Context: an optimization exercise on an open-source flow, tuned for small area, a short achievable clock period and few clock cycles per item. The choices shown serve that exercise and are no tape-out recipe.
Where RTL was checked, it was by simulation tests only, not by an equivalence proof against the original.
Power figures rest on the tool's default switching activity, not on a simulated workload.

## risc14Exec
module risc14Exec
(
	input wire logic Clock_not,
	input wire logic rstN,
	input wire logic psel,
	input wire logic penable,
	input wire logic pwrite,
	input wire logic [8-1:0] paddr,
	input wire logic [32-1:0] pwdata,
	output logic [32-1:0] prdata,
	output logic pready,
	output logic pslverr
);
	localparam logic [3:0] K_CPY = 4'd0;   
	localparam logic [3:0] K_ADD = 4'd1;   
	localparam logic [3:0] K_VEC = 4'd2;   
	localparam logic [3:0] K_MULF = 4'd3;  
	localparam logic [3:0] K_NOT = 4'd4;
	localparam logic [3:0] K_AND = 4'd5;
	localparam logic [3:0] K_OR = 4'd6;
	localparam logic [3:0] K_XOR = 4'd7;
	localparam logic [3:0] K_SRL = 4'd8;
	localparam logic [3:0] K_SRA = 4'd9;
	localparam logic [3:0] K_ROTL = 4'd10;
	localparam logic [3:0] K_ROTR = 4'd11;
	localparam logic [3:0] K_NONE = 4'd15;  
	logic [14-1:0] regFile [0:16-1];
	logic [12-1:0] statusReg;
	logic [14-1:0] opA;  
	logic [14-1:0] opB;  
	logic [4-1:0] destIdx;
	logic [3:0] kOp;
	logic isSub;
	logic commit;   
	logic mulBusy;  
	logic errQ;
	logic [5-1:0] wordIdx;
	logic [6-1:0] opc;
	logic setup;
	logic isReg, isInstr, isStatus;
	logic opcLegal, useImm, instrExec, hostWrite, isMul;
	logic [3:0] kNew;
	assign wordIdx = paddr[6:2];
	assign opc = pwdata[13:8];
	assign setup = psel & ~penable;
	assign isReg = ~wordIdx[4];
	assign isInstr = (wordIdx == 5'd16);
	assign isStatus = (wordIdx == 5'd17);
	always_comb begin
		opcLegal = 1'b1;
		useImm = 1'b0;
		kNew = K_CPY;
		case (opc)
			6'h02: kNew = K_CPY;
			6'h05, 6'h06: kNew = K_ADD;
			6'h07, 6'h08: begin kNew = K_ADD; useImm = 1'b1; end
			6'h09: kNew = K_MULF;
			6'h0B: kNew = K_NOT;
			6'h0C: kNew = K_AND;
			6'h0D: kNew = K_OR;
			6'h0E: kNew = K_XOR;
			6'h0F: begin kNew = K_SRL; useImm = 1'b1; end
			6'h10: begin kNew = K_SRA; useImm = 1'b1; end
			6'h11: begin kNew = K_ROTL; useImm = 1'b1; end
			6'h12: begin kNew = K_ROTR; useImm = 1'b1; end
			6'h17, 6'h18: kNew = K_VEC;
			default: opcLegal = 1'b0;
		endcase
	end
	assign instrExec = isInstr & pwrite & opcLegal;
	assign hostWrite = isReg & pwrite;
	assign isMul = (opc == 6'h09);
	logic [14-1:0] mulSum, mulCarry;
	mulTree mulUnit (.a(opA), .b(opB), .sumRow(mulSum), .carryRow(mulCarry));
	logic readA, writeA, selSr, keepB, immB;
	logic [3:0] loA, hiA, loB, hiB;
	logic [14-1:0] grpA [0:3];
	logic [14-1:0] grpB [0:3];
  ...
For scale: ~2100 cells after synthesis, roughly 280 flip-flops, ~79 I/O pins.
Settings: LEC_CHECK=0, ABC_AREA=1, CAP_MARGIN=20, CORE_MARGIN=2, CORE_UTILIZATION=50, CTS_CLUSTER_DIAMETER=60, CTS_CLUSTER_SIZE=30, SETUP_SLACK_MARGIN=5.0, SLEW_MARGIN=20, TNS_END_PERCENT=5; clock period 7.5 ns.
standard.sh (not shown) runs the stock make flow with config.mk's settings and CLKGATE_MAP_FILE= SYNTH_SCRIPT=/design/flow/synth_recipe.tcl, a recipe that flattens the netlist after the stock synthesis.
==> flow/flow/run.sh <==
#!/bin/bash
# Standard layout, with the port buffers made from plain buffers instead of
# the cell buffer_ports picks by default (often a delay cell).
set -e
cp standard.sh standard.sh.txt 2>/dev/null || true
export BUFFER_PORTS_ARGS="-buffer_cell sky130_fd_sc_hd__buf_4"
bash standard.sh > standard.log 2>&1
Testbench counts at the start, summed over its fixed seeds: cycles 19,530, transfers 9,600.
==> next run, changes <==
- CTS_CLUSTER_DIAMETER: 60 -> unset
- CTS_CLUSTER_SIZE: 30 -> unset
- TNS_END_PERCENT: 5 -> 20
=>
- critical path depth is higher by 1
- final cell count rises slightly
- global-route usage came out lower by 1.9 points
- hold slack stays flat
- utilization rose by 2.3 points
- non-clock buffer count increases by 34
- count of clock-buffer cells in the layout goes up by 7
- sequential share of layout area decreases by 1.2 points
- combinational power rose by a few percent
- wire length rose by a few percent

---

Setup of alpha:
Another version of the RTL of risc14Exec (not shown whole).
Size in the first run: roughly 2100 cells after synthesis, ~290 flip-flops, roughly 79 I/O pins.
==> flow/config.mk <==
export PLATFORM = sky130hd
export DESIGN_NAME = risc14Exec
export DESIGN_NICKNAME = risc14Exec
export VERILOG_FILES = /design/flow/design.v
export SDC_FILE = /design/flow/constraint.sdc
export NUM_CORES = 4
export LEC_CHECK = 0
export ABC_AREA = 1
export CAP_MARGIN = 20
export CORE_MARGIN = 2
export CORE_UTILIZATION = 50
export SETUP_SLACK_MARGIN = 5.0
export SLEW_MARGIN = 20
export TNS_END_PERCENT = 1
==> flow/constraint.sdc <==
create_clock -name core_clock -period 7.5 [get_ports {Clock_not}]
set_input_delay 1.5000 -clock core_clock [delete_from_list [all_inputs] [get_ports {Clock_not}]]
set_output_delay 1.5000 -clock core_clock [all_outputs]
set_load 0.01 [all_outputs]
Scripts as last shown in full above: flow/flow/run.sh
alpha: flow completed, timing, DRC and antenna clean
Setup changes, alpha to beta
- TNS_END_PERCENT: 1 -> 5
==> results.txt <==
- Between alpha and beta, count of fill cells added during filler insertion is higher for beta, alpha comes in under that.
- Between alpha and beta, the fraction of standard cell area in multi-input logic is lower for alpha.
- The cell area in beta sits about 3% below the value recorded for alpha.
- A uppermost metal layer occupied by signal nets of met4 is what beta shows, while met5 belongs to alpha.
- Between alpha and beta, the clock input transition at the sequential cells of the worst setup and hold paths is higher for beta.
- Sort alpha and beta by number of buffer and inverter instances along the worst setup path, descending, and alpha comes first.
- When beta is set beside alpha, its highest net fanout along the worst path turns out to be 6 larger.
- | final critical-path setup slack | alpha vs beta | ≈ equal |
- Delta (beta minus alpha): setup slack after placement now smaller, length in cells of the worst reg-to-reg path now larger.
Function was not checked in any run of this note: the RTL went through the layout flow alone.

---

west:
risc14Exec, a different RTL version from the one above (not shown whole).
For scale: about 280 flip-flops, about 79 I/O pins.
Settings: LEC_CHECK=0, ABC_AREA=1, CAP_MARGIN=20, CORE_MARGIN=2, CORE_UTILIZATION=50, SETUP_SLACK_MARGIN=4.5, SLEW_MARGIN=20; clock period 7.5 ns.
Scripts as last shown in full above: flow/flow/run.sh
Input changes introduced in east (baseline for comparison: west):
# west
export LEC_CHECK = 0
export ABC_AREA = 1
export CAP_MARGIN = 20
export CORE_MARGIN = 2
export CORE_UTILIZATION = 50
export SETUP_SLACK_MARGIN = 4.5
export SLEW_MARGIN = 20
create_clock -name core_clock -period 7.5 [get_ports {Clock_not}]
# east
export LEC_CHECK = 0
export ABC_AREA = 1
export CAP_MARGIN = 20
export CORE_MARGIN = 2
export CORE_UTILIZATION = 50
export SETUP_SLACK_MARGIN = 5.0
export SLEW_MARGIN = 20
create_clock -name core_clock -period 7.5 [get_ports {Clock_not}]
==> flow/run.sh (new file) <==
#!/bin/bash
# synth_recipe.tcl (not shown) runs the flow's synth.tcl, then flattens the netlist and writes it again
# the make line also repeats each setting of config.mk as NAME=value (left out here)
make -C /OpenROAD-flow-scripts/flow DESIGN_CONFIG=/design/flow/config.mk WORK_HOME=/design/flow/orfs CLKGATE_MAP_FILE= SYNTH_SCRIPT=/design/flow/synth_recipe.tcl finish
removed: flow/flow/run.sh
removed: flow/standard.sh
--- outcome ---
Going from west to east, fmax grew slightly.
Utilization: west and east compared, lower one is west
The final reports for east and west show worst setup slack higher in the former.
The run showing the greater shortest clock period the worst path allows after layout is west.
east: done, clean on timing, DRC and antenna
Function was not checked in any run of this note: the RTL went through the layout flow alone.

---

== v6 ==
Another version of the RTL of risc14Exec (not shown whole).
Size: about 280 flip-flops, about 79 I/O pins.
==> flow/config.mk <==
export PLATFORM = sky130hd
export DESIGN_NAME = risc14Exec
export DESIGN_NICKNAME = risc14Exec
export VERILOG_FILES = /design/flow/design.v
export SDC_FILE = /design/flow/constraint.sdc
export NUM_CORES = 4
export LEC_CHECK = 0
export ABC_AREA = 1
export CAP_MARGIN = 20
export CORE_MARGIN = 2
export CORE_UTILIZATION = 50
export CTS_BUF_LIST = sky130_fd_sc_hd__clkbuf_8
export CTS_CLUSTER_SIZE = 20
export SETUP_SLACK_MARGIN = 4.5
export SLEW_MARGIN = 20
export TNS_END_PERCENT = 5
==> flow/constraint.sdc <==
create_clock -name core_clock -period 7.5 [get_ports {Clock_not}]
set_input_delay 1.5000 -clock core_clock [delete_from_list [all_inputs] [get_ports {Clock_not}]]
set_output_delay 1.5000 -clock core_clock [all_outputs]
set_load 0.01 [all_outputs]
==> flow/flow/run.sh <==
#!/bin/bash
# Standard layout, with the port buffers made from plain buffers instead of
# the cell buffer_ports picks by default (often a delay cell).
set -e
cp standard.sh standard.sh.txt 2>/dev/null || true
export BUFFER_PORTS_ARGS="-buffer_cell sky130_fd_sc_hd__buf_4"
bash standard.sh > standard.log 2>&1
In summary, v6 completed successfully, with a layout that passed the timing, DRC and antenna checks.
Testbench counts of v6, summed over its fixed seeds: cycles 19,530, transfers 9,600.
> inputs changed (v6 -> v7)
Settings: removing CTS_CLUSTER_SIZE (formerly 20); removing TNS_END_PERCENT (formerly 5); removing CTS_BUF_LIST (formerly sky130_fd_sc_hd__clkbuf_8).
Findings:
v7 | status: complete | timing, DRC, antenna: pass. v6 has higher clock latency reported for the late side of the worst-skew pair than v7. In v7, the proportion of cell area occupied by registers came out 1.0 points below the value in v6. Going from v6 to v7, maximum number of pins on one net before global-route repair held; global-route wire length before repair went up about 3.2%. There was hardly any difference in final count of negative-setup-slack endpoints between v6 and v7.

---

== wip/indigo ==
risc14Exec again, from the RTL that the note above started with.
Design risc14Exec, start of the top module:
module risc14Exec
(
	input wire logic Clock_not,
	input wire logic rstN,
	input wire logic psel,
	input wire logic penable,
	input wire logic pwrite,
	input wire logic [8-1:0] paddr,
	input wire logic [32-1:0] pwdata,
	output logic [32-1:0] prdata,
	output logic pready,
	output logic pslverr
);
Settings: LEC_CHECK=0, ABC_AREA=1, CAP_MARGIN=20, CORE_MARGIN=2, CORE_UTILIZATION=50, SETUP_SLACK_MARGIN=4.5, SLEW_MARGIN=20, TNS_END_PERCENT=5; clock period 7.5 ns.
Scripts as last shown in full above: flow/flow/run.sh
Testbench counts of wip/indigo, summed over its fixed seeds: cycles 19,530, transfers 9,600.
[inputs] wip/amber vs wip/indigo
# wip/indigo
export LEC_CHECK = 0
export ABC_AREA = 1
export CAP_MARGIN = 20
export CORE_MARGIN = 2
export CORE_UTILIZATION = 50
export SETUP_SLACK_MARGIN = 4.5
export SLEW_MARGIN = 20
export TNS_END_PERCENT = 5
create_clock -name core_clock -period 7.5 [get_ports {Clock_not}]
# wip/amber
export LEC_CHECK = 0
export ABC_AREA = 1
export CAP_MARGIN = 20
export CORE_MARGIN = 2
export CORE_UTILIZATION = 50
export SETUP_SLACK_MARGIN = 5.0
export SLEW_MARGIN = 20
export TNS_END_PERCENT = 5
create_clock -name core_clock -period 7.5 [get_ports {Clock_not}]
### Flow results
- Number of non-clock buffers, wip/amber and wip/indigo: smaller value in wip/amber
- As of wip/amber, reported net switching power had risen slightly compared to wip/indigo.
- wip/amber has post-CTS setup buffer count below what wip/indigo had.
- Number of multi-input combinational cells: wip/indigo vs wip/amber — no meaningful difference
- Re area of the placeable core: no difference whatsoever between wip/amber and wip/indigo.
- Of wip/amber and wip/indigo, wip/amber shows the higher global routing usage on met1, with wip/indigo below it.
- Total power of wip/amber is higher than that of wip/indigo.
- The proportion of power drawn by flip-flops and latches of wip/amber falls short of that of wip/indigo by 0.2 points.
- Compared to wip/indigo, wip/amber has share of cell area taken by flip-flops and latches 0.29 points lower.
- In wip/amber the critical path data required time turned out 0.07 ns lower than in wip/indigo.
- For wip/amber, the master of the slowest instance on the critical path was sky130_fd_sc_hd__nor4_4, unlike wip/indigo, where it was sky130_fd_sc_hd__o21ai_0.
- Comparing wip/amber with wip/indigo, the total detailed-routing wirelength came out essentially unchanged.

==> separate check: timing with driven ports <==
Ports are ideal in the flow. The routed layouts listed here were re-timed in OpenROAD. Step 1, drivers: a clkbuf_16 drives Clock_not and a buf_2 each remaining input, both assumed. Step 2, shift: input delay + t, output delay - t, t = (earliest + latest rising clock arrival at the registers) / 2. This alone moves slack from input paths to output paths. Three values: no drivers, after step 1, after step 2; two values: the first two.
run	shift t [ns]	setup slack, ns	worst setup path at the end	worst register clock-pin slew, ns	cell pins on the clock port's net
the first run of note 1	0.617	4.511 / 4.511 / 3.927	input to register	0.08 / 0.08	1
the second run of note 1	0.619	4.543 / 4.508 / 4.000	input to register	0.07 / 0.07	1
alpha	0.591	4.540 / 4.531 / 3.939	input to register	0.07 / 0.07	1
beta	0.627	4.542 / 4.569 / 3.942	input to register	0.08 / 0.08	1
west	0.625	4.200 / 4.197 / 3.571	input to register	0.07 / 0.07	1
east	0.607	4.261 / 4.275 / 3.668	input to register	0.07 / 0.07	1
v6	0.657	4.284 / 4.315 / 3.657	input to register	0.08 / 0.08	1
v7	0.615	4.449 / 4.480 / 3.866	input to register	0.08 / 0.08	1
wip/indigo	0.619	4.396 / 4.427 / 3.808	input to register	0.07 / 0.07	1
wip/amber	0.621	4.449 / 4.476 / 3.854	input to register	0.07 / 0.07	1
After both steps setup and hold are still met in every run listed. The setup slack of west, which loses most, moves by -0.003 ns with the drivers and by -0.629 ns with both steps.
